Context: an optimization exercise on an open-source flow, tuned for small area, a short achievable clock period and few clock cycles per item. The choices shown serve that exercise and are no tape-out recipe. Function was not checked in any run shown here: the RTL went through the layout flow alone.

==> flow/design.v <==
module pipelined_floating_point_multiplier #(
  parameter int unsigned EXPONENT_WIDTH   = 8,
  parameter int unsigned MANTISSA_WIDTH   = 23,
  parameter int unsigned ROUND_TO_NEAREST = 1
) (
  input  logic        clk,
  input  logic        rst,
  input  logic        in_valid,
  output logic        in_ready,
  input  logic [31:0] a,
  input  logic [31:0] b,
  output logic        out_valid,
  input  logic        out_ready,
  output logic [31:0] out,
  output logic        underflow_flag,
  output logic        overflow_flag,
  output logic        invalid_operation_flag
);
  logic en;
  logic r2_v;
  fpm_rdy u_rdy_port (.v(r2_v), .ordy(out_ready), .rdy(in_ready));
  fpm_rdy u_rdy_en   (.v(r2_v), .ordy(out_ready), .rdy(en));
  logic        a_s, b_s;
  logic [7:0]  a_e, b_e;
  logic [22:0] a_m, b_m;
  assign {a_s, a_e, a_m} = a;
  assign {b_s, b_e, b_m} = b;
  logic a_e1, b_e1, a_mz, b_mz, a_ez, b_ez;
  assign a_e1 = &a_e;
  assign b_e1 = &b_e;
  assign a_mz = ~|a_m;
  assign b_mz = ~|b_m;
  assign a_ez = ~|a_e;
  assign b_ez = ~|b_e;
  logic [25:0] yy;
  logic [11:0] c_bone, c_btwo, c_bneg;
  assign yy = {1'b1, b_m, 1'b0};
  always_comb begin
    for (int k = 0; k < 12; k++) begin
      c_bone[k] = yy[2*k+1] ^ yy[2*k];
      c_btwo[k] = (yy[2*k+2] & ~yy[2*k+1] & ~yy[2*k]) | (~yy[2*k+2] & yy[2*k+1] & yy[2*k]);
      c_bneg[k] = yy[2*k+2];
    end
  end
  logic [23:0] za, zb;
  logic        z22, z23;
  always_comb begin
    for (int i = 0; i < 24; i++) begin
      za[i] = ~|({1'b0, a_m} & ((24'd1 << i) - 24'd1));
      zb[i] = ~|({1'b0, b_m} & ((24'd1 << i) - 24'd1));
    end
    z22 = 1'b0;
    z23 = 1'b0;
    for (int i = 0; i <= 22; i++) z22 = z22 | (za[i] & zb[22-i]);
    for (int i = 0; i <= 23; i++) z23 = z23 | (za[i] & zb[23-i]);
  end
  logic        r0_v;
  logic        r0_s;
  logic        r0_a_e1, r0_a_mz, r0_a_ez, r0_a_q, r0_b_e1, r0_b_mz, r0_b_ez, r0_b_q;
  logic [9:0]  r0_e;
  logic        r0_st0, r0_st1;
  logic [22:0] r0_ma;
  logic [11:0] r0_bone, r0_btwo, r0_bneg;
  always_ff @(posedge clk or posedge rst) begin
    if (rst)     r0_v <= 1'b0;
    else if (en) r0_v <= in_valid;
  end
  always_ff @(posedge clk) begin
    if (en) begin
      r0_s    <= a_s ^ b_s;
      r0_a_e1 <= a_e1;
      r0_a_mz <= a_mz;
      r0_a_ez <= a_ez;
      r0_a_q  <= a_m[22];
      r0_b_e1 <= b_e1;
      r0_b_mz <= b_mz;
      r0_b_ez <= b_ez;
      r0_b_q  <= b_m[22];
      r0_e    <= {2'b00, a_e} + {2'b00, b_e} - 10'd127;
      r0_st0  <= !z22;              
      r0_st1  <= !z23;              
      r0_ma   <= a_m;
      r0_bone <= c_bone;
      r0_btwo <= c_btwo;
      r0_bneg <= c_bneg;
    end
  end
  logic [47:17] ps, pc;
  logic         pcin;
  fpm_sigmul u_mul (.x(r0_ma), .bone(r0_bone), .btwo(r0_btwo), .bneg(r0_bneg),
                    .s(ps), .c(pc), .cin(pcin));
  logic a_nan, b_nan, a_inf, b_inf;
  logic c_nan, c_inf, c_zero, c_inv;
  always_comb begin
    a_nan  = r0_a_e1 && !r0_a_mz;
    b_nan  = r0_b_e1 && !r0_b_mz;
    a_inf  = r0_a_e1 && r0_a_mz;
    b_inf  = r0_b_e1 && r0_b_mz;
    c_nan  = 1'b0;
    c_inf  = 1'b0;
    c_zero = 1'b0;
    c_inv  = 1'b0;
    if (a_nan || b_nan) begin
      c_nan = 1'b1;
      c_inv = (a_nan && !r0_a_q) || (b_nan && !r0_b_q);
    end else if ((a_inf && r0_b_ez) || (r0_a_ez && b_inf)) begin
      c_nan = 1'b1;
      c_inv = 1'b1;
    end else if (a_inf || b_inf) begin
      c_inf = 1'b1;
    end else if (r0_a_ez || r0_b_ez) begin
      c_zero = 1'b1;
    end
  end
  logic signed [9:0] e1;
  assign e1 = r0_e;
  logic        r1_s, r1_nan, r1_inf, r1_zero, r1_inv;
  logic [7:0]  r1_e;
  logic        r1_uf0, r1_uf1, r1_of0, r1_of1, r1_m0, r1_m1;
  logic [47:17] r1_ps, r1_pc;
  logic         r1_cin;
  logic        r1_st0, r1_st1;
  logic        r1_v;
  always_ff @(posedge clk or posedge rst) begin
    if (rst)     r1_v <= 1'b0;
    else if (en) r1_v <= r0_v;
  end
  always_ff @(posedge clk) begin
    if (en) begin
      r1_s    <= r0_s;
      r1_nan  <= c_nan;
      r1_inf  <= c_inf;
      r1_zero <= c_zero;
      r1_inv  <= c_inv;
      r1_e    <= e1[7:0];
      r1_uf0  <= e1 < 10'sd1;       
      r1_uf1  <= e1 < 10'sd0;       
      r1_of0  <= e1 >= 10'sd255;    
      r1_of1  <= e1 >= 10'sd254;    
      r1_m0   <= e1 == 10'sd254;    
      r1_m1   <= e1 == 10'sd253;    
      r1_ps   <= ps;
      r1_pc   <= pc;
      r1_cin  <= pcin;
      r1_st0  <= r0_st0;
      r1_st1  <= r0_st1;
    end
  end
  logic [47:17] r1_p;
  assign r1_p = r1_ps + r1_pc + 31'(r1_cin);
  logic        hi;
  logic [22:0] man_h, man_l;
  logic        rnd_h, rnd_l;
  logic [23:0] mr_h, mr_l;
  logic [22:0] man_r;
  logic        cy;
  logic        uf, of;
  logic [7:0]  e_p1, e_p2, e_out;
  always_comb begin
    hi    = r1_p[47];
    man_h = r1_p[46:24];
    man_l = r1_p[45:23];
    rnd_h = r1_p[23] && (r1_st1 || man_h[0]);
    rnd_l = r1_p[22] && (r1_st0 || man_l[0]);
    mr_h  = {1'b0, man_h} + 24'(rnd_h);
    mr_l  = {1'b0, man_l} + 24'(rnd_l);
    man_r = hi ? mr_h[22:0] : mr_l[22:0];
    cy    = hi ? mr_h[23] : mr_l[23];
    uf    = hi ? r1_uf1 : r1_uf0;
    of    = hi ? (r1_of1 || (r1_m1 && mr_h[23])) : (r1_of0 || (r1_m0 && mr_l[23]));
    e_p1  = r1_e + 8'd1;
    e_p2  = r1_e + 8'd2;
    e_out = (hi && cy) ? e_p2 : (hi || cy) ? e_p1 : r1_e;
  end
  logic [31:0] o_d;
  logic        uf_d, of_d, inv_d;
  always_comb begin
    o_d   = {r1_s, e_out, man_r};
    uf_d  = 1'b0;
    of_d  = 1'b0;
    inv_d = 1'b0;
    if (r1_nan) begin
      o_d   = 32'hFFC00000;
      inv_d = r1_inv;
    end else if (r1_inf) begin
      o_d = {r1_s, 8'hFF, 23'd0};
    end else if (r1_zero) begin
      o_d = {r1_s, 31'd0};
    end else if (uf) begin
      o_d  = {r1_s, 31'd0};
      uf_d = 1'b1;
    end else if (of) begin
      o_d  = {r1_s, 8'hFF, 23'd0};
      of_d = 1'b1;
    end
  end
  logic [31:0] r2_o;
  logic        r2_uf, r2_of, r2_inv;
  always_ff @(posedge clk or posedge rst) begin
    if (rst)     r2_v <= 1'b0;
    else if (en) r2_v <= r1_v;
  end
  always_ff @(posedge clk) begin
    if (en) begin
      r2_o   <= o_d;
      r2_uf  <= uf_d;
      r2_of  <= of_d;
      r2_inv <= inv_d;
    end
  end
  assign out                    = r2_o;
  assign underflow_flag         = r2_uf;
  assign overflow_flag          = r2_of;
  assign invalid_operation_flag = r2_inv;
  assign out_valid = r2_v;
endmodule
module fpm_rdy (
  input  logic v,
  input  logic ordy,
  output logic rdy
);
  assign rdy = !(v && !ordy);
endmodule
module fpm_sigmul (
  input  logic [22:0] x,
  input  logic [11:0] bone, btwo, bneg,
  output logic [47:17] s, c,
  output logic cin
);
  logic [23:0] xx;
  assign xx = {1'b1, x};
  logic [24:0] pp0;
  logic [24:0] pp1;
  logic [24:0] pp2;
  logic [24:0] pp3;
  logic [24:0] pp4;
  logic [24:0] pp5;
  logic [24:0] pp6;
  logic [24:0] pp7;
  logic [24:0] pp8;
  logic [24:0] pp9;
  logic [24:0] pp10;
  logic [24:0] pp11;
  always_comb begin
    pp0 = ({1'b0, xx} & {25{bone[0]}} | {xx, 1'b0} & {25{btwo[0]}}) ^ {25{bneg[0]}};
    pp1 = ({1'b0, xx} & {25{bone[1]}} | {xx, 1'b0} & {25{btwo[1]}}) ^ {25{bneg[1]}};
    pp2 = ({1'b0, xx} & {25{bone[2]}} | {xx, 1'b0} & {25{btwo[2]}}) ^ {25{bneg[2]}};
    pp3 = ({1'b0, xx} & {25{bone[3]}} | {xx, 1'b0} & {25{btwo[3]}}) ^ {25{bneg[3]}};
    pp4 = ({1'b0, xx} & {25{bone[4]}} | {xx, 1'b0} & {25{btwo[4]}}) ^ {25{bneg[4]}};
    pp5 = ({1'b0, xx} & {25{bone[5]}} | {xx, 1'b0} & {25{btwo[5]}}) ^ {25{bneg[5]}};
    pp6 = ({1'b0, xx} & {25{bone[6]}} | {xx, 1'b0} & {25{btwo[6]}}) ^ {25{bneg[6]}};
    pp7 = ({1'b0, xx} & {25{bone[7]}} | {xx, 1'b0} & {25{btwo[7]}}) ^ {25{bneg[7]}};
    pp8 = ({1'b0, xx} & {25{bone[8]}} | {xx, 1'b0} & {25{btwo[8]}}) ^ {25{bneg[8]}};
    pp9 = ({1'b0, xx} & {25{bone[9]}} | {xx, 1'b0} & {25{btwo[9]}}) ^ {25{bneg[9]}};
    pp10 = ({1'b0, xx} & {25{bone[10]}} | {xx, 1'b0} & {25{btwo[10]}}) ^ {25{bneg[10]}};
    pp11 = ({1'b0, xx} & {25{bone[11]}} | {xx, 1'b0} & {25{btwo[11]}}) ^ {25{bneg[11]}};
  end
  wire s1, c2;
  fpm_ha u_s1 (.a(bneg[8]), .b(pp0[16]), .s(s1), .c(c2));
  wire s3, c4;
  fpm_ha u_s3 (.a(pp0[17]), .b(pp1[15]), .s(s3), .c(c4));
  wire s5, c6;
  fpm_fa u_s5 (.a(bneg[9]), .b(pp0[18]), .ci(pp1[16]), .s(s5), .co(c6));
  wire s7, c8;
  fpm_ha u_s7 (.a(pp2[14]), .b(pp3[12]), .s(s7), .c(c8));
  wire s9, c10;
  fpm_fa u_s9 (.a(pp0[19]), .b(pp1[17]), .ci(pp2[15]), .s(s9), .co(c10));
  wire s11, c12;
  fpm_ha u_s11 (.a(pp3[13]), .b(pp4[11]), .s(s11), .c(c12));
  wire s13, c14;
  fpm_fa u_s13 (.a(bneg[10]), .b(pp0[20]), .ci(pp1[18]), .s(s13), .co(c14));
  wire s15, c16;
  fpm_fa u_s15 (.a(pp2[16]), .b(pp3[14]), .ci(pp4[12]), .s(s15), .co(c16));
  wire s17, c18;
  fpm_ha u_s17 (.a(pp5[10]), .b(pp6[8]), .s(s17), .c(c18));
  wire s19, c20;
  fpm_fa u_s19 (.a(pp0[21]), .b(pp1[19]), .ci(pp2[17]), .s(s19), .co(c20));
  wire s21, c22;
  fpm_fa u_s21 (.a(pp3[15]), .b(pp4[13]), .ci(pp5[11]), .s(s21), .co(c22));
  wire s23, c24;
  fpm_ha u_s23 (.a(pp6[9]), .b(pp7[7]), .s(s23), .c(c24));
  wire s25, c26;
  fpm_fa u_s25 (.a(bneg[11]), .b(pp0[22]), .ci(pp1[20]), .s(s25), .co(c26));
  wire s27, c28;
  fpm_fa u_s27 (.a(pp2[18]), .b(pp3[16]), .ci(pp4[14]), .s(s27), .co(c28));
  wire s29, c30;
  fpm_fa u_s29 (.a(pp5[12]), .b(pp6[10]), .ci(pp7[8]), .s(s29), .co(c30));
  wire s31, c32;
  fpm_ha u_s31 (.a(pp8[6]), .b(pp9[4]), .s(s31), .c(c32));
  wire s33, c34;
  fpm_fa u_s33 (.a(pp0[23]), .b(pp1[21]), .ci(pp2[19]), .s(s33), .co(c34));
  wire s35, c36;
  fpm_fa u_s35 (.a(pp3[17]), .b(pp4[15]), .ci(pp5[13]), .s(s35), .co(c36));
  wire s37, c38;
  fpm_fa u_s37 (.a(pp6[11]), .b(pp7[9]), .ci(pp8[7]), .s(s37), .co(c38));
  wire s39, c40;
  fpm_ha u_s39 (.a(pp9[5]), .b(pp10[3]), .s(s39), .c(c40));
  wire s41, c42;
  fpm_fa u_s41 (.a(x[0]), .b(pp0[24]), .ci(pp1[22]), .s(s41), .co(c42));
  wire s43, c44;
  fpm_fa u_s43 (.a(pp2[20]), .b(pp3[18]), .ci(pp4[16]), .s(s43), .co(c44));
  wire s45, c46;
  fpm_fa u_s45 (.a(pp5[14]), .b(pp6[12]), .ci(pp7[10]), .s(s45), .co(c46));
  wire s47, c48;
  fpm_fa u_s47 (.a(pp8[8]), .b(pp9[6]), .ci(pp10[4]), .s(s47), .co(c48));
  wire s49, c50;
  fpm_fa u_s49 (.a(x[1]), .b(bneg[0]), .ci(pp1[23]), .s(s49), .co(c50));
  wire s51, c52;
  fpm_fa u_s51 (.a(pp2[21]), .b(pp3[19]), .ci(pp4[17]), .s(s51), .co(c52));
  wire s53, c54;
  fpm_fa u_s53 (.a(pp5[15]), .b(pp6[13]), .ci(pp7[11]), .s(s53), .co(c54));
  wire s55, c56;
  fpm_fa u_s55 (.a(pp8[9]), .b(pp9[7]), .ci(pp10[5]), .s(s55), .co(c56));
  wire s57, c58;
  fpm_fa u_s57 (.a(x[2]), .b(bneg[0]), .ci(pp1[24]), .s(s57), .co(c58));
  wire s59, c60;
  fpm_fa u_s59 (.a(pp2[22]), .b(pp3[20]), .ci(pp4[18]), .s(s59), .co(c60));
  wire s61, c62;
  fpm_fa u_s61 (.a(pp5[16]), .b(pp6[14]), .ci(pp7[12]), .s(s61), .co(c62));
  wire s63, c64;
  fpm_fa u_s63 (.a(pp8[10]), .b(pp9[8]), .ci(pp10[6]), .s(s63), .co(c64));
  wire s65, c66;
  fpm_fa u_s65 (.a(x[3]), .b(~bneg[1]), .ci(~bneg[0]), .s(s65), .co(c66));
  wire s67, c68;
  fpm_fa u_s67 (.a(pp2[23]), .b(pp3[21]), .ci(pp4[19]), .s(s67), .co(c68));
  wire s69, c70;
  fpm_fa u_s69 (.a(pp5[17]), .b(pp6[15]), .ci(pp7[13]), .s(s69), .co(c70));
  wire s71, c72;
  fpm_fa u_s71 (.a(pp8[11]), .b(pp9[9]), .ci(pp10[7]), .s(s71), .co(c72));
  wire s73, c74;
  fpm_fa u_s73 (.a(x[4]), .b(1'b1), .ci(pp2[24]), .s(s73), .co(c74));
  wire s75, c76;
  fpm_fa u_s75 (.a(pp3[22]), .b(pp4[20]), .ci(pp5[18]), .s(s75), .co(c76));
  wire s77, c78;
  fpm_fa u_s77 (.a(pp6[16]), .b(pp7[14]), .ci(pp8[12]), .s(s77), .co(c78));
  wire s79, c80;
  fpm_ha u_s79 (.a(pp9[10]), .b(pp10[8]), .s(s79), .c(c80));
  wire s81, c82;
  fpm_fa u_s81 (.a(x[5]), .b(~bneg[2]), .ci(pp3[23]), .s(s81), .co(c82));
  wire s83, c84;
  fpm_fa u_s83 (.a(pp4[21]), .b(pp5[19]), .ci(pp6[17]), .s(s83), .co(c84));
  wire s85, c86;
  fpm_fa u_s85 (.a(pp7[15]), .b(pp8[13]), .ci(pp9[11]), .s(s85), .co(c86));
  wire s87, c88;
  fpm_fa u_s87 (.a(x[6]), .b(1'b1), .ci(pp3[24]), .s(s87), .co(c88));
  wire s89, c90;
  fpm_fa u_s89 (.a(pp4[22]), .b(pp5[20]), .ci(pp6[18]), .s(s89), .co(c90));
  wire s91, c92;
  fpm_ha u_s91 (.a(pp7[16]), .b(pp8[14]), .s(s91), .c(c92));
  wire s93, c94;
  fpm_fa u_s93 (.a(x[7]), .b(~bneg[3]), .ci(pp4[23]), .s(s93), .co(c94));
  wire s95, c96;
  fpm_fa u_s95 (.a(pp5[21]), .b(pp6[19]), .ci(pp7[17]), .s(s95), .co(c96));
  wire s97, c98;
  fpm_fa u_s97 (.a(x[8]), .b(1'b1), .ci(pp4[24]), .s(s97), .co(c98));
  wire s99, c100;
  fpm_ha u_s99 (.a(pp5[22]), .b(pp6[20]), .s(s99), .c(c100));
  wire s101, c102;
  fpm_fa u_s101 (.a(x[9]), .b(~bneg[4]), .ci(pp5[23]), .s(s101), .co(c102));
  wire s103, c104;
  fpm_ha u_s103 (.a(x[10]), .b(1'b1), .s(s103), .c(c104));
  wire s105, c106;
  fpm_ha u_s105 (.a(bneg[5]), .b(pp0[10]), .s(s105), .c(c106));
  wire s107, c108;
  fpm_ha u_s107 (.a(pp0[11]), .b(pp1[9]), .s(s107), .c(c108));
  wire s109, c110;
  fpm_fa u_s109 (.a(bneg[6]), .b(pp0[12]), .ci(pp1[10]), .s(s109), .co(c110));
  wire s111, c112;
  fpm_ha u_s111 (.a(pp2[8]), .b(pp3[6]), .s(s111), .c(c112));
  wire s113, c114;
  fpm_fa u_s113 (.a(pp0[13]), .b(pp1[11]), .ci(pp2[9]), .s(s113), .co(c114));
  wire s115, c116;
  fpm_ha u_s115 (.a(pp3[7]), .b(pp4[5]), .s(s115), .c(c116));
  wire s117, c118;
  fpm_fa u_s117 (.a(bneg[7]), .b(pp0[14]), .ci(pp1[12]), .s(s117), .co(c118));
  wire s119, c120;
  fpm_fa u_s119 (.a(pp2[10]), .b(pp3[8]), .ci(pp4[6]), .s(s119), .co(c120));
  wire s121, c122;
  fpm_ha u_s121 (.a(pp5[4]), .b(pp6[2]), .s(s121), .c(c122));
  wire s123, c124;
  fpm_fa u_s123 (.a(pp0[15]), .b(pp1[13]), .ci(pp2[11]), .s(s123), .co(c124));
  wire s125, c126;
  fpm_fa u_s125 (.a(pp3[9]), .b(pp4[7]), .ci(pp5[5]), .s(s125), .co(c126));
  wire s127, c128;
  fpm_ha u_s127 (.a(pp6[3]), .b(pp7[1]), .s(s127), .c(c128));
  wire s129, c130;
  fpm_fa u_s129 (.a(pp1[14]), .b(pp2[12]), .ci(pp3[10]), .s(s129), .co(c130));
  wire s131, c132;
  fpm_fa u_s131 (.a(pp4[8]), .b(pp5[6]), .ci(pp6[4]), .s(s131), .co(c132));
  wire s133, c134;
  fpm_fa u_s133 (.a(pp7[2]), .b(pp8[0]), .ci(s1), .s(s133), .co(c134));
  wire s135, c136;
  fpm_fa u_s135 (.a(pp2[13]), .b(pp3[11]), .ci(pp4[9]), .s(s135), .co(c136));
  wire s137, c138;
  fpm_fa u_s137 (.a(pp5[7]), .b(pp6[5]), .ci(pp7[3]), .s(s137), .co(c138));
  wire s139, c140;
  fpm_fa u_s139 (.a(pp8[1]), .b(c2), .ci(s3), .s(s139), .co(c140));
  wire s141, c142;
  fpm_fa u_s141 (.a(pp4[10]), .b(pp5[8]), .ci(pp6[6]), .s(s141), .co(c142));
  wire s143, c144;
  fpm_fa u_s143 (.a(pp7[4]), .b(pp8[2]), .ci(pp9[0]), .s(s143), .co(c144));
  wire s145, c146;
  fpm_fa u_s145 (.a(c4), .b(s7), .ci(s5), .s(s145), .co(c146));
  wire s147, c148;
  fpm_fa u_s147 (.a(pp5[9]), .b(pp6[7]), .ci(pp7[5]), .s(s147), .co(c148));
  wire s149, c150;
  fpm_fa u_s149 (.a(pp8[3]), .b(pp9[1]), .ci(c8), .s(s149), .co(c150));
  wire s151, c152;
  fpm_fa u_s151 (.a(s11), .b(c6), .ci(s9), .s(s151), .co(c152));
  wire s153, c154;
  fpm_fa u_s153 (.a(pp7[6]), .b(pp8[4]), .ci(pp9[2]), .s(s153), .co(c154));
  wire s155, c156;
  fpm_fa u_s155 (.a(pp10[0]), .b(c12), .ci(s17), .s(s155), .co(c156));
  wire s157, c158;
  fpm_fa u_s157 (.a(c10), .b(s13), .ci(s15), .s(s157), .co(c158));
  wire s159, c160;
  fpm_fa u_s159 (.a(pp8[5]), .b(pp9[3]), .ci(pp10[1]), .s(s159), .co(c160));
  wire s161, c162;
  fpm_fa u_s161 (.a(c18), .b(s23), .ci(c14), .s(s161), .co(c162));
  wire s163, c164;
  fpm_fa u_s163 (.a(c16), .b(s19), .ci(s21), .s(s163), .co(c164));
  wire s165, c166;
  fpm_fa u_s165 (.a(pp10[2]), .b(pp11[0]), .ci(c24), .s(s165), .co(c166));
  wire s167, c168;
  fpm_fa u_s167 (.a(s31), .b(c20), .ci(c22), .s(s167), .co(c168));
  wire s169, c170;
  fpm_fa u_s169 (.a(s25), .b(s27), .ci(s29), .s(s169), .co(c170));
  wire s171, c172;
  fpm_fa u_s171 (.a(pp11[1]), .b(c32), .ci(s39), .s(s171), .co(c172));
  wire s173, c174;
  fpm_fa u_s173 (.a(c26), .b(c28), .ci(c30), .s(s173), .co(c174));
  wire s175, c176;
  fpm_fa u_s175 (.a(s33), .b(s35), .ci(s37), .s(s175), .co(c176));
  wire s177, c178;
  fpm_fa u_s177 (.a(pp11[2]), .b(c40), .ci(c34), .s(s177), .co(c178));
  wire s179, c180;
  fpm_fa u_s179 (.a(c36), .b(c38), .ci(s41), .s(s179), .co(c180));
  wire s181, c182;
  fpm_fa u_s181 (.a(s43), .b(s45), .ci(s47), .s(s181), .co(c182));
  wire s183, c184;
  fpm_fa u_s183 (.a(pp11[3]), .b(s49), .ci(c42), .s(s183), .co(c184));
  wire s185, c186;
  fpm_fa u_s185 (.a(c44), .b(c46), .ci(c48), .s(s185), .co(c186));
  wire s187, c188;
  fpm_fa u_s187 (.a(s51), .b(s53), .ci(s55), .s(s187), .co(c188));
  wire s189, c190;
  fpm_fa u_s189 (.a(pp11[4]), .b(s57), .ci(c50), .s(s189), .co(c190));
  wire s191, c192;
  fpm_fa u_s191 (.a(c52), .b(c54), .ci(c56), .s(s191), .co(c192));
  wire s193, c194;
  fpm_fa u_s193 (.a(s59), .b(s61), .ci(s63), .s(s193), .co(c194));
  wire s195, c196;
  fpm_fa u_s195 (.a(pp11[5]), .b(s65), .ci(c58), .s(s195), .co(c196));
  wire s197, c198;
  fpm_fa u_s197 (.a(c60), .b(c62), .ci(c64), .s(s197), .co(c198));
  wire s199, c200;
  fpm_fa u_s199 (.a(s67), .b(s69), .ci(s71), .s(s199), .co(c200));
  wire s201, c202;
  fpm_fa u_s201 (.a(pp11[6]), .b(c66), .ci(s79), .s(s201), .co(c202));
  wire s203, c204;
  fpm_fa u_s203 (.a(s73), .b(c68), .ci(c70), .s(s203), .co(c204));
  wire s205, c206;
  fpm_fa u_s205 (.a(c72), .b(s75), .ci(s77), .s(s205), .co(c206));
  wire s207, c208;
  fpm_fa u_s207 (.a(pp10[9]), .b(pp11[7]), .ci(c80), .s(s207), .co(c208));
  wire s209, c210;
  fpm_fa u_s209 (.a(s81), .b(c74), .ci(c76), .s(s209), .co(c210));
  wire s211, c212;
  fpm_fa u_s211 (.a(c78), .b(s83), .ci(s85), .s(s211), .co(c212));
  wire s213, c214;
  fpm_fa u_s213 (.a(pp9[12]), .b(pp10[10]), .ci(pp11[8]), .s(s213), .co(c214));
  wire s215, c216;
  fpm_fa u_s215 (.a(s91), .b(s87), .ci(c82), .s(s215), .co(c216));
  wire s217, c218;
  fpm_fa u_s217 (.a(c84), .b(c86), .ci(s89), .s(s217), .co(c218));
  wire s219, c220;
  fpm_fa u_s219 (.a(pp8[15]), .b(pp9[13]), .ci(pp10[11]), .s(s219), .co(c220));
  wire s221, c222;
  fpm_fa u_s221 (.a(pp11[9]), .b(c92), .ci(s93), .s(s221), .co(c222));
  wire s223, c224;
  fpm_fa u_s223 (.a(c88), .b(c90), .ci(s95), .s(s223), .co(c224));
  wire s225, c226;
  fpm_fa u_s225 (.a(pp7[18]), .b(pp8[16]), .ci(pp9[14]), .s(s225), .co(c226));
  wire s227, c228;
  fpm_fa u_s227 (.a(pp10[12]), .b(pp11[10]), .ci(s99), .s(s227), .co(c228));
  wire s229, c230;
  fpm_fa u_s229 (.a(s97), .b(c94), .ci(c96), .s(s229), .co(c230));
  wire s231, c232;
  fpm_fa u_s231 (.a(pp6[21]), .b(pp7[19]), .ci(pp8[17]), .s(s231), .co(c232));
  wire s233, c234;
  fpm_fa u_s233 (.a(pp9[15]), .b(pp10[13]), .ci(pp11[11]), .s(s233), .co(c234));
  wire s235, c236;
  fpm_fa u_s235 (.a(c100), .b(s101), .ci(c98), .s(s235), .co(c236));
  wire s237, c238;
  fpm_fa u_s237 (.a(s103), .b(pp5[24]), .ci(pp6[22]), .s(s237), .co(c238));
  wire s239, c240;
  fpm_fa u_s239 (.a(pp7[20]), .b(pp8[18]), .ci(pp9[16]), .s(s239), .co(c240));
  wire s241, c242;
  fpm_fa u_s241 (.a(pp10[14]), .b(pp11[12]), .ci(c102), .s(s241), .co(c242));
  wire s243, c244;
  fpm_fa u_s243 (.a(x[11]), .b(c104), .ci(~bneg[5]), .s(s243), .co(c244));
  wire s245, c246;
  fpm_fa u_s245 (.a(pp6[23]), .b(pp7[21]), .ci(pp8[19]), .s(s245), .co(c246));
  wire s247, c248;
  fpm_fa u_s247 (.a(pp9[17]), .b(pp10[15]), .ci(pp11[13]), .s(s247), .co(c248));
  wire s249, c250;
  fpm_fa u_s249 (.a(x[12]), .b(1'b1), .ci(pp6[24]), .s(s249), .co(c250));
  wire s251, c252;
  fpm_fa u_s251 (.a(pp7[22]), .b(pp8[20]), .ci(pp9[18]), .s(s251), .co(c252));
  wire s253, c254;
  fpm_ha u_s253 (.a(pp10[16]), .b(pp11[14]), .s(s253), .c(c254));
  wire s255, c256;
  fpm_fa u_s255 (.a(x[13]), .b(~bneg[6]), .ci(pp7[23]), .s(s255), .co(c256));
  wire s257, c258;
  fpm_fa u_s257 (.a(pp8[21]), .b(pp9[19]), .ci(pp10[17]), .s(s257), .co(c258));
  wire s259, c260;
  fpm_fa u_s259 (.a(x[14]), .b(1'b1), .ci(pp7[24]), .s(s259), .co(c260));
  wire s261, c262;
  fpm_ha u_s261 (.a(pp8[22]), .b(pp9[20]), .s(s261), .c(c262));
  wire s263, c264;
  fpm_fa u_s263 (.a(x[15]), .b(~bneg[7]), .ci(pp8[23]), .s(s263), .co(c264));
  wire s265, c266;
  fpm_ha u_s265 (.a(x[16]), .b(1'b1), .s(s265), .c(c266));
  wire s267, c268;
  fpm_ha u_s267 (.a(bneg[3]), .b(pp0[6]), .s(s267), .c(c268));
  wire s269, c270;
  fpm_ha u_s269 (.a(pp0[7]), .b(pp1[5]), .s(s269), .c(c270));
  wire s271, c272;
  fpm_fa u_s271 (.a(bneg[4]), .b(pp0[8]), .ci(pp1[6]), .s(s271), .co(c272));
  wire s273, c274;
  fpm_ha u_s273 (.a(pp2[4]), .b(pp3[2]), .s(s273), .c(c274));
  wire s275, c276;
  fpm_fa u_s275 (.a(pp0[9]), .b(pp1[7]), .ci(pp2[5]), .s(s275), .co(c276));
  wire s277, c278;
  fpm_ha u_s277 (.a(pp3[3]), .b(pp4[1]), .s(s277), .c(c278));
  wire s279, c280;
  fpm_fa u_s279 (.a(pp1[8]), .b(pp2[6]), .ci(pp3[4]), .s(s279), .co(c280));
  wire s281, c282;
  fpm_fa u_s281 (.a(pp4[2]), .b(pp5[0]), .ci(s105), .s(s281), .co(c282));
  wire s283, c284;
  fpm_fa u_s283 (.a(pp2[7]), .b(pp3[5]), .ci(pp4[3]), .s(s283), .co(c284));
  wire s285, c286;
  fpm_fa u_s285 (.a(pp5[1]), .b(c106), .ci(s107), .s(s285), .co(c286));
  wire s287, c288;
  fpm_fa u_s287 (.a(pp4[4]), .b(pp5[2]), .ci(pp6[0]), .s(s287), .co(c288));
  wire s289, c290;
  fpm_fa u_s289 (.a(c108), .b(s111), .ci(s109), .s(s289), .co(c290));
  wire s291, c292;
  fpm_fa u_s291 (.a(pp5[3]), .b(pp6[1]), .ci(c112), .s(s291), .co(c292));
  wire s293, c294;
  fpm_fa u_s293 (.a(s115), .b(c110), .ci(s113), .s(s293), .co(c294));
  wire s295, c296;
  fpm_fa u_s295 (.a(pp7[0]), .b(c116), .ci(s121), .s(s295), .co(c296));
  wire s297, c298;
  fpm_fa u_s297 (.a(c114), .b(s117), .ci(s119), .s(s297), .co(c298));
  wire s299, c300;
  fpm_fa u_s299 (.a(c122), .b(s127), .ci(c118), .s(s299), .co(c300));
  wire s301, c302;
  fpm_fa u_s301 (.a(c120), .b(s123), .ci(s125), .s(s301), .co(c302));
  wire s303, c304;
  fpm_fa u_s303 (.a(c128), .b(c124), .ci(c126), .s(s303), .co(c304));
  wire s305, c306;
  fpm_fa u_s305 (.a(s129), .b(s131), .ci(s133), .s(s305), .co(c306));
  wire s307, c308;
  fpm_fa u_s307 (.a(c130), .b(c132), .ci(s135), .s(s307), .co(c308));
  wire s309, c310;
  fpm_fa u_s309 (.a(s137), .b(c134), .ci(s139), .s(s309), .co(c310));
  wire s311, c312;
  fpm_fa u_s311 (.a(c136), .b(c138), .ci(s141), .s(s311), .co(c312));
  wire s313, c314;
  fpm_fa u_s313 (.a(s143), .b(c140), .ci(s145), .s(s313), .co(c314));
  wire s315, c316;
  fpm_fa u_s315 (.a(c142), .b(c144), .ci(s147), .s(s315), .co(c316));
  wire s317, c318;
  fpm_fa u_s317 (.a(s149), .b(c146), .ci(s151), .s(s317), .co(c318));
  wire s319, c320;
  fpm_fa u_s319 (.a(c148), .b(s153), .ci(c150), .s(s319), .co(c320));
  wire s321, c322;
  fpm_fa u_s321 (.a(s155), .b(c152), .ci(s157), .s(s321), .co(c322));
  wire s323, c324;
  fpm_fa u_s323 (.a(c154), .b(s159), .ci(c156), .s(s323), .co(c324));
  wire s325, c326;
  fpm_fa u_s325 (.a(s161), .b(c158), .ci(s163), .s(s325), .co(c326));
  wire s327, c328;
  fpm_fa u_s327 (.a(c160), .b(s165), .ci(c162), .s(s327), .co(c328));
  wire s329, c330;
  fpm_fa u_s329 (.a(c164), .b(s167), .ci(s169), .s(s329), .co(c330));
  wire s331, c332;
  fpm_fa u_s331 (.a(c166), .b(s171), .ci(c168), .s(s331), .co(c332));
  wire s333, c334;
  fpm_fa u_s333 (.a(c170), .b(s173), .ci(s175), .s(s333), .co(c334));
  wire s335, c336;
  fpm_fa u_s335 (.a(c172), .b(s177), .ci(c174), .s(s335), .co(c336));
  wire s337, c338;
  fpm_fa u_s337 (.a(c176), .b(s179), .ci(s181), .s(s337), .co(c338));
  wire s339, c340;
  fpm_fa u_s339 (.a(c178), .b(s183), .ci(c180), .s(s339), .co(c340));
  wire s341, c342;
  fpm_fa u_s341 (.a(c182), .b(s185), .ci(s187), .s(s341), .co(c342));
  wire s343, c344;
  fpm_fa u_s343 (.a(c184), .b(c186), .ci(s189), .s(s343), .co(c344));
  wire s345, c346;
  fpm_fa u_s345 (.a(c188), .b(s191), .ci(s193), .s(s345), .co(c346));
  wire s347, c348;
  fpm_fa u_s347 (.a(s195), .b(c190), .ci(c192), .s(s347), .co(c348));
  wire s349, c350;
  fpm_fa u_s349 (.a(c194), .b(s197), .ci(s199), .s(s349), .co(c350));
  wire s351, c352;
  fpm_fa u_s351 (.a(s201), .b(c196), .ci(c198), .s(s351), .co(c352));
  wire s353, c354;
  fpm_fa u_s353 (.a(c200), .b(s203), .ci(s205), .s(s353), .co(c354));
  wire s355, c356;
  fpm_fa u_s355 (.a(s207), .b(c202), .ci(c204), .s(s355), .co(c356));
  wire s357, c358;
  fpm_fa u_s357 (.a(c206), .b(s209), .ci(s211), .s(s357), .co(c358));
  wire s359, c360;
  fpm_fa u_s359 (.a(s213), .b(c208), .ci(c210), .s(s359), .co(c360));
  wire s361, c362;
  fpm_fa u_s361 (.a(s215), .b(c212), .ci(s217), .s(s361), .co(c362));
  wire s363, c364;
  fpm_fa u_s363 (.a(c214), .b(s219), .ci(s221), .s(s363), .co(c364));
  wire s365, c366;
  fpm_fa u_s365 (.a(c216), .b(c218), .ci(s223), .s(s365), .co(c366));
  wire s367, c368;
  fpm_fa u_s367 (.a(c220), .b(s225), .ci(s227), .s(s367), .co(c368));
  wire s369, c370;
  fpm_fa u_s369 (.a(c222), .b(c224), .ci(s229), .s(s369), .co(c370));
  wire s371, c372;
  fpm_fa u_s371 (.a(c226), .b(s231), .ci(s233), .s(s371), .co(c372));
  wire s373, c374;
  fpm_fa u_s373 (.a(c228), .b(c230), .ci(s235), .s(s373), .co(c374));
  wire s375, c376;
  fpm_fa u_s375 (.a(c232), .b(c234), .ci(s237), .s(s375), .co(c376));
  wire s377, c378;
  fpm_fa u_s377 (.a(s239), .b(s241), .ci(c236), .s(s377), .co(c378));
  wire s379, c380;
  fpm_fa u_s379 (.a(s243), .b(c238), .ci(c240), .s(s379), .co(c380));
  wire s381, c382;
  fpm_fa u_s381 (.a(s245), .b(s247), .ci(c242), .s(s381), .co(c382));
  wire s383, c384;
  fpm_fa u_s383 (.a(c244), .b(s253), .ci(s249), .s(s383), .co(c384));
  wire s385, c386;
  fpm_fa u_s385 (.a(c246), .b(c248), .ci(s251), .s(s385), .co(c386));
  wire s387, c388;
  fpm_fa u_s387 (.a(pp11[15]), .b(c254), .ci(s255), .s(s387), .co(c388));
  wire s389, c390;
  fpm_fa u_s389 (.a(c250), .b(c252), .ci(s257), .s(s389), .co(c390));
  wire s391, c392;
  fpm_fa u_s391 (.a(pp10[18]), .b(pp11[16]), .ci(s261), .s(s391), .co(c392));
  wire s393, c394;
  fpm_fa u_s393 (.a(s259), .b(c256), .ci(c258), .s(s393), .co(c394));
  wire s395, c396;
  fpm_fa u_s395 (.a(pp9[21]), .b(pp10[19]), .ci(pp11[17]), .s(s395), .co(c396));
  wire s397, c398;
  fpm_fa u_s397 (.a(c262), .b(s263), .ci(c260), .s(s397), .co(c398));
  wire s399, c400;
  fpm_fa u_s399 (.a(s265), .b(pp8[24]), .ci(pp9[22]), .s(s399), .co(c400));
  wire s401, c402;
  fpm_fa u_s401 (.a(pp10[20]), .b(pp11[18]), .ci(c264), .s(s401), .co(c402));
  wire s403, c404;
  fpm_fa u_s403 (.a(x[17]), .b(c266), .ci(~bneg[8]), .s(s403), .co(c404));
  wire s405, c406;
  fpm_fa u_s405 (.a(pp9[23]), .b(pp10[21]), .ci(pp11[19]), .s(s405), .co(c406));
  wire s407, c408;
  fpm_fa u_s407 (.a(x[18]), .b(1'b1), .ci(pp9[24]), .s(s407), .co(c408));
  wire s409, c410;
  fpm_ha u_s409 (.a(pp10[22]), .b(pp11[20]), .s(s409), .c(c410));
  wire s411, c412;
  fpm_fa u_s411 (.a(x[19]), .b(~bneg[9]), .ci(pp10[23]), .s(s411), .co(c412));
  wire s413, c414;
  fpm_ha u_s413 (.a(x[20]), .b(1'b1), .s(s413), .c(c414));
  wire s415, c416;
  fpm_ha u_s415 (.a(bneg[2]), .b(pp0[4]), .s(s415), .c(c416));
  wire s417, c418;
  fpm_ha u_s417 (.a(pp0[5]), .b(pp1[3]), .s(s417), .c(c418));
  wire s419, c420;
  fpm_fa u_s419 (.a(pp1[4]), .b(pp2[2]), .ci(pp3[0]), .s(s419), .co(c420));
  wire s421, c422;
  fpm_fa u_s421 (.a(pp2[3]), .b(pp3[1]), .ci(c268), .s(s421), .co(c422));
  wire s423, c424;
  fpm_fa u_s423 (.a(pp4[0]), .b(c270), .ci(s273), .s(s423), .co(c424));
  wire s425, c426;
  fpm_fa u_s425 (.a(c274), .b(s277), .ci(c272), .s(s425), .co(c426));
  wire s427, c428;
  fpm_fa u_s427 (.a(c278), .b(c276), .ci(s279), .s(s427), .co(c428));
  wire s429, c430;
  fpm_fa u_s429 (.a(c280), .b(s283), .ci(c282), .s(s429), .co(c430));
  wire s431, c432;
  fpm_fa u_s431 (.a(c284), .b(s287), .ci(c286), .s(s431), .co(c432));
  wire s433, c434;
  fpm_fa u_s433 (.a(c288), .b(s291), .ci(c290), .s(s433), .co(c434));
  wire s435, c436;
  fpm_fa u_s435 (.a(c292), .b(s295), .ci(c294), .s(s435), .co(c436));
  wire s437, c438;
  fpm_fa u_s437 (.a(c296), .b(s299), .ci(c298), .s(s437), .co(c438));
  wire s439, c440;
  fpm_fa u_s439 (.a(c300), .b(c302), .ci(s303), .s(s439), .co(c440));
  wire s441, c442;
  fpm_fa u_s441 (.a(c304), .b(s307), .ci(c306), .s(s441), .co(c442));
  wire s443, c444;
  fpm_fa u_s443 (.a(c308), .b(s311), .ci(c310), .s(s443), .co(c444));
  wire s445, c446;
  fpm_fa u_s445 (.a(c312), .b(s315), .ci(c314), .s(s445), .co(c446));
  wire s447, c448;
  fpm_fa u_s447 (.a(c316), .b(s319), .ci(c318), .s(s447), .co(c448));
  wire s449, c450;
  fpm_fa u_s449 (.a(s323), .b(c320), .ci(c322), .s(s449), .co(c450));
  wire s451, c452;
  fpm_fa u_s451 (.a(c324), .b(s327), .ci(c326), .s(s451), .co(c452));
  wire s453, c454;
  fpm_fa u_s453 (.a(c328), .b(s331), .ci(c330), .s(s453), .co(c454));
  wire s455, c456;
  fpm_fa u_s455 (.a(c332), .b(s335), .ci(c334), .s(s455), .co(c456));
  wire s457, c458;
  fpm_fa u_s457 (.a(c336), .b(s339), .ci(c338), .s(s457), .co(c458));
  wire s459, c460;
  fpm_fa u_s459 (.a(c340), .b(s343), .ci(c342), .s(s459), .co(c460));
  wire s461, c462;
  fpm_fa u_s461 (.a(c344), .b(s347), .ci(c346), .s(s461), .co(c462));
  wire s463, c464;
  fpm_fa u_s463 (.a(c348), .b(s351), .ci(c350), .s(s463), .co(c464));
  wire s465, c466;
  fpm_fa u_s465 (.a(s355), .b(c352), .ci(c354), .s(s465), .co(c466));
  wire s467, c468;
  fpm_fa u_s467 (.a(s359), .b(c356), .ci(c358), .s(s467), .co(c468));
  wire s469, c470;
  fpm_fa u_s469 (.a(s363), .b(c360), .ci(c362), .s(s469), .co(c470));
  wire s471, c472;
  fpm_fa u_s471 (.a(s367), .b(c364), .ci(c366), .s(s471), .co(c472));
  wire s473, c474;
  fpm_fa u_s473 (.a(s371), .b(c368), .ci(c370), .s(s473), .co(c474));
  wire s475, c476;
  fpm_fa u_s475 (.a(c372), .b(s375), .ci(c374), .s(s475), .co(c476));
  wire s477, c478;
  fpm_fa u_s477 (.a(c376), .b(s379), .ci(s381), .s(s477), .co(c478));
  wire s479, c480;
  fpm_fa u_s479 (.a(s383), .b(c380), .ci(s385), .s(s479), .co(c480));
  wire s481, c482;
  fpm_fa u_s481 (.a(s387), .b(c384), .ci(c386), .s(s481), .co(c482));
  wire s483, c484;
  fpm_fa u_s483 (.a(s391), .b(c388), .ci(c390), .s(s483), .co(c484));
  wire s485, c486;
  fpm_fa u_s485 (.a(s395), .b(c392), .ci(c394), .s(s485), .co(c486));
  wire s487, c488;
  fpm_fa u_s487 (.a(c396), .b(s399), .ci(s401), .s(s487), .co(c488));
  wire s489, c490;
  fpm_fa u_s489 (.a(s403), .b(c400), .ci(s405), .s(s489), .co(c490));
  wire s491, c492;
  fpm_fa u_s491 (.a(c404), .b(s409), .ci(s407), .s(s491), .co(c492));
  wire s493, c494;
  fpm_fa u_s493 (.a(pp11[21]), .b(c410), .ci(s411), .s(s493), .co(c494));
  wire s495, c496;
  fpm_fa u_s495 (.a(s413), .b(pp10[24]), .ci(pp11[22]), .s(s495), .co(c496));
  wire s497, c498;
  fpm_fa u_s497 (.a(x[21]), .b(c414), .ci(~bneg[10]), .s(s497), .co(c498));
  wire s499, c500;
  fpm_ha u_s499 (.a(x[22]), .b(1'b1), .s(s499), .c(c500));
  wire s501, c502;
  fpm_ha u_s501 (.a(bneg[1]), .b(pp0[2]), .s(s501), .c(c502));
  wire s503, c504;
  fpm_ha u_s503 (.a(pp0[3]), .b(pp1[1]), .s(s503), .c(c504));
  wire s505, c506;
  fpm_fa u_s505 (.a(pp1[2]), .b(pp2[0]), .ci(s415), .s(s505), .co(c506));
  wire s507, c508;
  fpm_fa u_s507 (.a(pp2[1]), .b(c416), .ci(s417), .s(s507), .co(c508));
  wire s509, c510;
  fpm_fa u_s509 (.a(c418), .b(s267), .ci(s419), .s(s509), .co(c510));
  wire s511, c512;
  fpm_fa u_s511 (.a(s269), .b(c420), .ci(s421), .s(s511), .co(c512));
  wire s513, c514;
  fpm_fa u_s513 (.a(s271), .b(c422), .ci(s423), .s(s513), .co(c514));
  wire s515, c516;
  fpm_fa u_s515 (.a(s275), .b(c424), .ci(s425), .s(s515), .co(c516));
  wire s517, c518;
  fpm_fa u_s517 (.a(s281), .b(c426), .ci(s427), .s(s517), .co(c518));
  wire s519, c520;
  fpm_fa u_s519 (.a(s285), .b(c428), .ci(s429), .s(s519), .co(c520));
  wire s521, c522;
  fpm_fa u_s521 (.a(s289), .b(s431), .ci(c430), .s(s521), .co(c522));
  wire s523, c524;
  fpm_fa u_s523 (.a(s293), .b(c432), .ci(s433), .s(s523), .co(c524));
  wire s525, c526;
  fpm_fa u_s525 (.a(s297), .b(s435), .ci(c434), .s(s525), .co(c526));
  wire s527, c528;
  fpm_fa u_s527 (.a(s301), .b(s437), .ci(c436), .s(s527), .co(c528));
  wire s529, c530;
  fpm_fa u_s529 (.a(s305), .b(c438), .ci(s439), .s(s529), .co(c530));
  wire s531, c532;
  fpm_fa u_s531 (.a(s309), .b(c440), .ci(s441), .s(s531), .co(c532));
  wire s533, c534;
  fpm_fa u_s533 (.a(s313), .b(c442), .ci(s443), .s(s533), .co(c534));
  wire s535, c536;
  fpm_fa u_s535 (.a(s317), .b(c444), .ci(s445), .s(s535), .co(c536));
  wire s537, c538;
  fpm_fa u_s537 (.a(s321), .b(c446), .ci(s447), .s(s537), .co(c538));
  wire s539, c540;
  fpm_fa u_s539 (.a(s325), .b(c448), .ci(s449), .s(s539), .co(c540));
  wire s541, c542;
  fpm_fa u_s541 (.a(s329), .b(s451), .ci(c450), .s(s541), .co(c542));
  wire s543, c544;
  fpm_fa u_s543 (.a(s333), .b(s453), .ci(c452), .s(s543), .co(c544));
  wire s545, c546;
  fpm_fa u_s545 (.a(s337), .b(s455), .ci(c454), .s(s545), .co(c546));
  wire s547, c548;
  fpm_fa u_s547 (.a(s341), .b(c456), .ci(s457), .s(s547), .co(c548));
  wire s549, c550;
  fpm_fa u_s549 (.a(s345), .b(c458), .ci(s459), .s(s549), .co(c550));
  wire s551, c552;
  fpm_fa u_s551 (.a(s349), .b(c460), .ci(s461), .s(s551), .co(c552));
  wire s553, c554;
  fpm_fa u_s553 (.a(s353), .b(c462), .ci(s463), .s(s553), .co(c554));
  wire s555, c556;
  fpm_fa u_s555 (.a(s357), .b(s465), .ci(c464), .s(s555), .co(c556));
  wire s557, c558;
  fpm_fa u_s557 (.a(s361), .b(s467), .ci(c466), .s(s557), .co(c558));
  wire s559, c560;
  fpm_fa u_s559 (.a(s365), .b(s469), .ci(c468), .s(s559), .co(c560));
  wire s561, c562;
  fpm_fa u_s561 (.a(s369), .b(s471), .ci(c470), .s(s561), .co(c562));
  wire s563, c564;
  fpm_fa u_s563 (.a(s373), .b(s473), .ci(c472), .s(s563), .co(c564));
  wire s565, c566;
  fpm_fa u_s565 (.a(s377), .b(s475), .ci(c474), .s(s565), .co(c566));
  wire s567, c568;
  fpm_fa u_s567 (.a(c378), .b(s477), .ci(c476), .s(s567), .co(c568));
  wire s569, c570;
  fpm_fa u_s569 (.a(c382), .b(s479), .ci(c478), .s(s569), .co(c570));
  wire s571, c572;
  fpm_fa u_s571 (.a(s389), .b(s481), .ci(c480), .s(s571), .co(c572));
  wire s573, c574;
  fpm_fa u_s573 (.a(s393), .b(s483), .ci(c482), .s(s573), .co(c574));
  wire s575, c576;
  fpm_fa u_s575 (.a(s397), .b(s485), .ci(c484), .s(s575), .co(c576));
  wire s577, c578;
  fpm_fa u_s577 (.a(c398), .b(s487), .ci(c486), .s(s577), .co(c578));
  wire s579, c580;
  fpm_fa u_s579 (.a(c402), .b(s489), .ci(c488), .s(s579), .co(c580));
  wire s581, c582;
  fpm_fa u_s581 (.a(c406), .b(s491), .ci(c490), .s(s581), .co(c582));
  wire s583, c584;
  fpm_fa u_s583 (.a(c408), .b(s493), .ci(c492), .s(s583), .co(c584));
  wire s585, c586;
  fpm_fa u_s585 (.a(c412), .b(s495), .ci(c494), .s(s585), .co(c586));
  wire s587, c588;
  fpm_fa u_s587 (.a(pp11[23]), .b(s497), .ci(c496), .s(s587), .co(c588));
  wire s589, c590;
  fpm_fa u_s589 (.a(s499), .b(pp11[24]), .ci(c498), .s(s589), .co(c590));
  wire s591, c592;
  fpm_fa u_s591 (.a(1'b1), .b(c500), .ci(~bneg[11]), .s(s591), .co(c592));
  logic [47:0] r0, r1;
  logic [17:0] lsum;
  assign r0 = {c590, c588, c586, c584, c582, c580, c578, c576, c574, c572, c570, c568, c566, c564, c562, c560, c558, c556, c554, c552, c550, c548, c546, c544, c542, c540, c538, c536, c534, c532, c530, c528, c526, c524, c522, c520, c518, c516, c514, c512, c510, c508, c506, c504, c502, s501, pp0[1], bneg[0]};
  assign r1 = {s591, s589, s587, s585, s583, s581, s579, s577, s575, s573, s571, s569, s567, s565, s563, s561, s559, s557, s555, s553, s551, s549, s547, s545, s543, s541, s539, s537, s535, s533, s531, s529, s527, s525, s523, s521, s519, s517, s515, s513, s511, s509, s507, s505, s503, pp1[0], 1'b0, pp0[0]};
  assign lsum = {1'b0, r0[16:0]} + {1'b0, r1[16:0]};
  assign cin = lsum[17];
  assign s = r0[47:17];
  assign c = r1[47:17];
endmodule
module fpm_fa (
  input  logic a, b, ci,
  output logic s, co
);
  assign s  = a ^ b ^ ci;
  assign co = (a & b) | (a & ci) | (b & ci);
endmodule
module fpm_ha (
  input  logic a, b,
  output logic s, c
);
  assign s = a ^ b;
  assign c = a & b;
endmodule
==> flow/flow/run.sh <==
#!/bin/bash
# Standard layout, with the port buffers as buf_4 cells instead of the
# default choice. Each tool's output goes to a log file in this folder.
set -e

export BUFFER_PORTS_ARGS="-buffer_cell sky130_fd_sc_hd__buf_4"
bash standard.sh > standard.log 2>&1
==> flow/standard.sh <==
#!/bin/bash
# synth_recipe.tcl (not shown) runs the flow's synth.tcl, then flattens the netlist and writes it again
# the make line also repeats each setting of config.mk as NAME=value (left out here)
make -C /OpenROAD-flow-scripts/flow DESIGN_CONFIG=/design/flow/config.mk WORK_HOME=/design/flow/orfs CLKGATE_MAP_FILE= SYNTH_SCRIPT=/design/flow/synth_recipe.tcl "${@:-finish}"
==> flow/config.mk <==
export PLATFORM = sky130hd
export DESIGN_NAME = pipelined_floating_point_multiplier
export DESIGN_NICKNAME = pipelined_floating_point_multiplier
export VERILOG_FILES = /design/flow/design.v
export SDC_FILE = /design/flow/constraint.sdc
export NUM_CORES = 4
export LEC_CHECK = 0
export CAP_MARGIN = 20
export CORE_MARGIN = 2
export CORE_UTILIZATION = 40
export SETUP_SLACK_MARGIN = 4.8
export SLEW_MARGIN = 20
export SYNTH_HIERARCHICAL = 1
==> flow/constraint.sdc <==
create_clock -name core_clock -period 9.0 [get_ports {clk}]
set_input_delay 1.8000 -clock core_clock [delete_from_list [all_inputs] [get_ports {clk}]]
set_output_delay 1.8000 -clock core_clock [all_outputs]
set_load 0.01 [all_outputs]
==> impl.org, run 1 <==
** Worst setup path
- By instance count, the cell type seen most on the critical path is sky130_fd_sc_hd__or3_4.
- CP Launch Type :: primary input
- Critical path start-end classification :: in -> reg
- Walking the worst path, the cells encountered are buf_8 > or3_4 > or4_4 > nor3_4 > nor3b_4 > nand2_2 > nor4_4 > nand2_1 > or3_4 > a21oi_4 > a2111oi_2 > and3_1.
- Slowest cell on the critical path :: sky130_fd_sc_hd__or4_4
- STA classifies the critical path endpoint as a flop.
- The largest single stage delay on the critical path is 0.46 ns.
- At the worst endpoint, the required time is 9.24 ns.
- Critical Path AT :: 4.46 ns
- Highest net fanout along the worst path :: 10

** Drt
- Post-DR wirelength/cell :: 22.7 um
- Detailed-route vias per instance :: 5.93
- After detailed routing, the number of remaining DRC violations is 0.
- 1st-pass router iterations :: 6
- The count of nets left with antenna violations once routing finished came out at 0.
- Violation count after the first detailed-route iteration :: 1468
- The final route contains 17202 vias.
- After detailed routing, the total wire length is 65800 um.

** Floorplanning
- Initial cell density of the core :: 40.4%
- After floorplanning, the core was divided into 87 placement rows.
- Die Ht :: 243 um
- In this run the count of I/O pins placed on the die edge is 105.
- DIE WIDTH :: 243 um
- DIE AREA :: 58900 um2
- Core footprint :: 56400 um2

** Global routing
- Global routing used 22.2% of the available tracks across all layers.
- Entering global routing, the biggest net connects 134 pins.
- Number of global-route vias before repair :: 17643
- Initial antenna violation count :: 0
- The first global-routing pass estimated 102000 um of wire.
- Total grt overflow :: 0

** Timing
- For the pin with the worst max-slew slack, the measured transition is 1.07 ns.
- Period utilization :: 46.9%
- Sum of negative setup slack :: 0 ns
- Number of slew-limit violations in the final report :: 0
- Hold timing on the final database bottoms out at a slack of 0.420 ns.
- Setup repair after global routing missed its margin :: true
- Final critical delay including setup and external delays :: 4.22 ns
- Between clock sinks in the finished design, the worst skew comes to 0.0169 ns.
- Final Setup Violations :: 0
- The number of endpoints with negative hold slack in the final report is 0.
- For this run, the top clock speed supported by timing is 237 MHz.
- In this run the tightest slew margin relative to its limit is 28.7%.

** Synthesis
- Synth Flop Type :: sky130_fd_sc_hd__edfxtp_1
- Summed instance area of the synthesized netlist :: 22800 um2
- The Yosys step of the flow raised 8 warnings.
- Portion of the post-synthesis area used by sequential elements :: 26.3%
- Distinct cell type count of the synthesized netlist :: 86
- Synthesized flop and latch total :: 200
- Synthesis handed over a netlist of 2099 instances.
- Average instance area after synthesis :: 10.9 um2
- For this run, asynchronously set or reset flops after synthesis account for 1.50%.
- Counting flops with a built-in enable in the synthesized netlist gives 197.

** Final layout
- After routing the design area is 26000 um2.
- After the last flow step, the layout net total stands at 2565.
- In the final layout, the share of cells above drive strength 1 is 18.1%.
- Number of fillers in the final layout :: 5250
- Compared with the post-synthesis result, the final layout area differs by 13.9%.

** Clock tree
- Cell chosen for the clock root :: sky130_fd_sc_hd__clkbuf_16
- TritonCTS built the clock tree.
- The H-tree generated during clock tree synthesis spans 4 levels.
- Number of clock sinks seen by CTS :: 200
- Maximum root-to-sink buffer count :: 2
- For the worst-skew pair, the clock arrives at the later sink with an insertion delay of 0.50 ns.
- Number of clock buffers inserted by TritonCTS :: 17
- Hold repair after CTS inserted 0 buffers.
- After clock tree synthesis, the clock-pin slew on the worst setup and hold paths is 0.08 ns.

** Placement
- Detailed placement ended at an HPWL of 43800 um.
- Instance area after placement :: 23900 um2
- Routability congestion estimate from global placement :: 0.901
- The count of buffers added on input and output ports is 104.

** Flow run
- Max-cap violations in this run came to 0.

** Worst hold path
- Tightest Hold Check Type :: reg -> reg

** Run status
- The flow ran to the end and the layout has no timing, DRC or antenna violations.
through the flow:
step / setup slack, ns / std cells / util [%]
after CTS: 4.76 / 2858 / 44.3
after global routing: 4.65 / 2902 / 46.0
after detailed placement: 4.14 / 2799 / 42.5
final: 4.78 / 2903 / 46.0
after global placement: 4.25 / 2795 / 42.3
after floorplan: 4.61 / 2110 / -
Yosys cell counts (all sizes together), types with 5 or more instances:
library cell | instances | share of area [%]
or3 | 15 | 0.41
o211ai | 9 | 0.34
a211oi | 26 | 0.93
xnor2 | 323 | 12
a22oi | 266 | 8.8
nand4 | 20 | 0.55
nor2b | 5 | 0.14
xor2 | 45 | 1.8
nor3 | 30 | 0.70
or4 | 10 | 0.33
ha | 99 | 5.4
a21oi | 79 | 1.8
fa | 265 | 23
nor3b | 7 | 0.27
clkbuf | 125 | 2.1
and3 | 8 | 0.22
nor2 | 79 | 1.3
o21a | 7 | 0.23
a21o | 16 | 0.53
nand3b | 11 | 0.36
inv | 46 | 0.76
edfxtp | 197 | 26
a31oi | 13 | 0.42
o21ai | 52 | 1.2
o21bai | 5 | 0.16
nand2b | 16 | 0.44
nand3 | 24 | 0.55
buf | 98 | 2.8
a221oi | 6 | 0.26
nor4 | 18 | 0.65
and2 | 10 | 0.29
nand2 | 93 | 1.5
area by class of cell:
type                    count  area (um2)  area share [%]
diodes                      1        2.50         0.00964
inverters                  46         173           0.665
well taps                 756         946            3.64
flip-flops and latches    200        5990            23.1
multi-input cells        1642       16200            62.5
repair buffers            226        1990            7.66
clock buffers              17         425            1.64
clock inverters            15         209           0.805
path summary, 6_finish.rpt:
| kind | to | cells past startpoint | from | slack, ns |
|---|---|---|---|---|
| setup / recovery | r0_st0 | 12 | b[3] | 4.78 |
| hold / removal | r1_s | 0 | r0_s | 0.42 |
| setup reg to reg | r1_cin | 12 | r0_ma[9] | 4.90 |
| hold reg to reg | r1_s | 0 | r0_s | 0.42 |
| max in group asynchronous | r2_v | 2 | rst | 7.70 |
| min in group asynchronous | r0_v | 2 | rst | 1.18 |
cell families after synthesis:
group | Yosys count | share of synthesized area (%)
xor gates and xnor gates | 368 | 14.2
AOI/OAI and AO/OA | 533 | 16.7
buffers and inverters | 269 | 5.66
adders and majority gates | 364 | 28.7
other | 2 | 0.0329
DFF | 200 | 26.3
and+or+nand+nor | 357 | 8.14
muxes | 6 | 0.280
cell usage in the layout (no fill, tap or decap), drive strengths merged, types with 20 or more instances in the layout:
cell type / instances
ha: 99
xnor2: 323
a21oi: 79
clkbuf: 20
edfxtp: 197
a211oi: 26
fa: 265
o21ai: 52
nor3: 30
nand2: 94
inv: 55
a22oi: 266
xor2: 45
nand3: 24
buf: 222
nand4: 20
nor2: 79
layer usage:
metal	wire [um]	vias to the layer above	track usage, %
met5	0	-	0
met4	2450	0	9.22
met3	5990	164	5.55
met2	29300	866	33.9
met1	28000	8607	30.2
li1	-	7565	-
flip-flops by register name, indices dropped and copies added (netlist names), 8 cells and up:
| name | count |
|---|---|
| r1_ps | 31 |
| r2_o | 32 |
| r0_btwo | 12 |
| r0_bone | 12 |
| r0_e | 10 |
| r1_e | 8 |
| r0_bneg | 11 |
| r0_ma | 23 |
| r1_pc | 31 |
modules after synthesis (local to each module, per instance):
module / cells inside / flip-flops and latches / area [um2]
fpm_sigmul: 827 / 0 / 6050
pipelined_floating_point_multiplier: 974 / 200 / 11000
fpm_fa: 1 / 0 / 20.0
fpm_ha: 1 / 0 / 12.5
fpm_rdy: 1 / 0 / 6.26
critical path: cells and delay by family:
kind	cells	cell delay (ns)
AND/OR/NAND/NOR	9	2.37
AO/OA/AOI/OAI	2	0.17
buffers and inverters	1	0.12
what timing repair did:
item / in CTS / in global routing
setup buffers: 25 / 41
pin swaps: 7 / 38
gates cloned: 2 / 3
gates resized for setup: 34 / 120
endpoints found under the setup margin: 57 / 37
==> run 2: changes to the inputs <==
--- a/flow/config.mk
+++ b/flow/config.mk
@@ -8,6 +8,6 @@
 export CAP_MARGIN = 20
 export CORE_MARGIN = 2
 export CORE_UTILIZATION = 40
-export SETUP_SLACK_MARGIN = 4.8
+export SETUP_SLACK_MARGIN = 5.0
 export SLEW_MARGIN = 20
 export SYNTH_HIERARCHICAL = 1
==> impl.org, run 2 <==
** Run status
- Status: finished clean (unchanged).

** Flow run
- Max-cap violations :: 0 (unchanged)

** Synthesis
- Mapped Cells :: 2099 (unchanged)
- The most numerous cell in the Yosys netlist is sky130_fd_sc_hd__xnor2_1 (unchanged).
- The part of the Yosys area used for sequential elements is 26.3% (unchanged).
- Summed instance area of the synthesized netlist :: 22800 um2 (unchanged)
- Distinct cell type count of the synthesized netlist :: 86 (unchanged)
- Share of the synthesized area in the top cell type :: 25.9% (unchanged)
- Cell types occupying the most area after synthesis: sky130_fd_sc_hd__edfxtp_1 26%, sky130_fd_sc_hd__fa_1 23%, sky130_fd_sc_hd__xnor2_1 12% (unchanged).
- Average instance area after synthesis :: 10.9 um2 (unchanged)
- The post-synthesis sequential element count was 200 (unchanged).
- Commonest cells post-synth :: 322 x sky130_fd_sc_hd__xnor2_1, 266 x sky130_fd_sc_hd__a22oi_1, 265 x sky130_fd_sc_hd__fa_1 (unchanged)
- The number of enable-type register cells in the synthesized netlist came to 197 (unchanged).
- The number of warnings reported in the yosys synthesis log came to 8 (unchanged).

** Worst setup path
- The startpoint-to-endpoint class of the critical path is in -> reg (unchanged).
- Biggest cell delay along the critical path :: 0.53 ns (was 0.46 ns)
- CP Launch Type :: primary input (unchanged)
- The required time at the worst-slack endpoint is 9.24 ns (about the same).
- CP delay by family, top :: simple AND/OR/NAND/NOR gates (unchanged)
- Slowest cell on the critical path :: sky130_fd_sc_hd__or4_4 (unchanged)
- The total buffers and inverters traversed by the critical path came to 1 (unchanged).
- Critical Path AT :: 4.50 ns (was 4.46 ns)
- Worst path most repeated cell :: sky130_fd_sc_hd__or3_4 (unchanged)
- Series of cell instances along the critical path: buf_12 > or3_4 > or4_4 > nor3_4 > nor3b_4 > nand2_2 > nor4_4 > nand2_1 > or3_4 > a21oi_2 > a2111oi_1 > and3_1 (was buf_8 > or3_4 > or4_4 > nor3_4 > nor3b_4 > nand2_2 > nor4_4 > nand2_1 > or3_4 > a21oi_4 > a2111oi_2 > and3_1).

** Drt
- The remaining antenna violation count after routing came to 0 (unchanged).
- Count of unresolved DRC violations after routing :: 0 (unchanged)
- 1st-pass router iterations :: 9 (was 6)
- The wire length after detailed routing came to 69000 um (was 65800 um).
- The number of violations reported at the end of detailed-routing iteration 0 was 1594 (was 1468).
- The total via count in the routed design is 17769 (was 17202).

** Timing
- Clk_skew :: 0.0211 ns (was 0.0169 ns)
- Final critical delay including setup and external delays :: 4.26 ns (was 4.22 ns)
- Number of slew-limit violations in the final report :: 0 (unchanged)
- The share of the clock period used by the worst path after layout is 47.4% (was 46.9%).
- The final number of setup-violating endpoints is 0 (unchanged).
- Maximum clock rate :: 235 MHz (was 237 MHz)
- Setup repair after global routing missed its margin :: true (unchanged)
- The transition time of the tightest slew-check pin is 1.21 ns (was 1.07 ns).

** Global routing
- First-pass GRT wire length :: 106000 um (was 102000 um)
- The largest net degree at the start of global routing was 71 (was 134).
- Number of global-route vias before repair :: 18467 (was 17643)
- Total grt overflow :: 0 (unchanged)
- GR Util All Layers :: 23.1% (was 22.2%)

** Floorplanning
- Row count :: 87 (unchanged)
- The chip height came to 243 um (unchanged).
- The total die area was 58900 um2 (unchanged).
- Core footprint :: 56400 um2 (unchanged)
- The top-level I/O count was 105 (unchanged).
- Initial cell density of the core :: 40.4% (unchanged)

** Final layout
- Area Overhead vs Synth :: 17.6% (was 13.9%)
- Final Instance Area :: 26800 um2 (was 26000 um2)
- The fill cell instance count of the final layout came to 5143 (was 5250).
- Ratio of cells with drive above 1 in the final layout :: 22.5% (was 18.1%)
- Number of nets at the end of the flow :: 2613 (was 2565)
- The area of all sequential standard cells is 5990 um2 (unchanged).
- Most frequent standard cell in the layout excluding fill and tap cells :: sky130_fd_sc_hd__xnor2_1 (unchanged)
- The number of flip-flops in the largest register came to 32 (unchanged).

** Clock tree
- H-tree levels :: 4 (unchanged)
- Number of clock sinks seen by CTS :: 200 (unchanged)
- Number of clock buffers inserted by TritonCTS :: 17 (unchanged)
- CTS tree :: yes (unchanged)
- The clock transition at the registers of the reported paths is 0.07 ns (was 0.08 ns).
- Cell chosen for the clock root :: sky130_fd_sc_hd__clkbuf_16 (unchanged)
- The buffer depth of the longest clock path came to 2 (unchanged).

** Placement
- The final estimated routing congestion in global placement came to 0.914 (was 0.901).
- HPWL after detailed placement :: 44500 um (was 43800 um)
- The count of input and output buffers was 104 (unchanged).

** Worst hold path
- Tightest Hold Check Type :: reg -> reg (unchanged)
## run 2: cell types whose count changed in the layout (fill, tap and decap cells not counted), sizes merged
cell	delta
clkinv	+1
bufinv	+1
inv	-2
bufbuf	+2
diode	-1
clkbuf	-2
clkinvlp	-1
buf	+49
## run 2: cell type report
class | instances | share of cell area [%]
Multi-Input combinational cell | 1642 | 62.1
Sequential cell | 200 | 22.3
Timing Repair Buffer | 274 | 9.00
Tap cell | 756 | 3.53
Clock buffer | 18 | 1.60
Clock inverter | 14 | 0.756
Inverter | 46 | 0.644
## run 2: path summary, 6_finish.rpt
check                          to  slack (ns)  cells after the start      from
max                        r0_st0        4.74                     12      b[3]
min                          r1_s        0.44                      0      r0_s
max reg2reg                r1_cin        4.90                     12  r0_ma[9]
min reg2reg                  r1_s        0.44                      0      r0_s
max in group asynchronous    r2_v        7.68                      2       rst
min in group asynchronous    r0_v        1.19                      2       rst
## run 2: per-module statistics from Yosys (local to each module, per instance)
module	cell area (um2)	times used
fpm_ha	12.5	32
pipelined_floating_point_multiplier	11000	1
fpm_rdy	6.26	2
fpm_sigmul	6050	1
fpm_fa	20.0	264
## run 2: worst reg2reg max path: cells and delay by family, from the launching register on
kind | cells | cell delay, ns
buf+inv | 1 | 0.17
xor+xnor | 1 | 0.16
simple gates | 1 | 0.43
fa+ha+maj | 5 | 1.88
compound gates | 4 | 0.76
flops | 1 | 0.45
## run 2: per-layer routing
metal	share of wire (%)	vias to the layer above	GRT usage [%]
met3	10	178	6.77
met1	41	8898	30.4
met2	46	1020	36.0
li1	-	7671	-
met5	0.016	-	0
met4	3.0	2	8.86
## run 2: timing repair
| action | CTS | global route |
|---|---|---|
| cloned | 4 | 0 |
| hold buffers | 0 | 0 |
| pin swaps | 26 | 48 |
| resized for setup | 97 | 136 |
| buffers inserted | 69 | 48 |
| endpoints found under the setup margin | 68 | 62 |
## run 2: logic make-up (layout without fill, tap and decap cells)
| family | Yosys count | after routing | share of synthesized area (%) |
|---|---|---|---|
| and+or+nand+nor | 357 | 358 | 8.14 |
| buffers and inverters | 269 | 352 | 5.66 |
| AOI/OAI and AO/OA | 533 | 533 | 16.7 |
| muxes | 6 | 6 | 0.280 |
| xor gates and xnor gates | 368 | 368 | 14.2 |
| DFF | 200 | 200 | 26.3 |
| other | 2 | 13 | 0.0329 |
| adders and majority gates | 364 | 364 | 28.7 |
## run 2: metrics by stage
stage,utilization [%],instances,hold WS (ns),setup slack [ns]
2_1_floorplan,-,2110,0.400,4.61
3_3_place_gp,42.3,2795,0.401,4.34
3_5_place_dp,42.4,2797,0.428,4.26
4_1_cts,45.6,2902,0.446,4.92
5_1_grt,47.5,2950,0.453,4.60
6_report,47.5,2950,0.441,4.74

==> re-timing with driven ports <==
The results above use ideal ports. As a check the final layouts listed here were re-extracted and re-timed, cells and wires unchanged. Step 1, drivers: a clkbuf_16 drives clk and a buf_2 each remaining input, both assumed. Step 2 moves the port delays by t, midway between the first and last clock arrival at a register: inputs arrive t later, outputs are due t later. That takes back most of the time a late clock gives input paths. Three values: ideal ports, drivers, drivers and shift; two values: the first two.
run	t, ns	setup WS [ns]	hold WS [ns]	cell pins on the clock port's net
run 1	0.548	4.775 / 4.798 / 4.250	0.420 / 0.420 / 0.420	1
run 2	0.540	4.738 / 4.751 / 4.211	0.441 / 0.441 / 0.441	1
After both steps setup and hold are still met in every run listed. For run 2, which loses most, drivers alone change the setup slack by +0.013 ns; drivers and shift together by -0.527 ns.
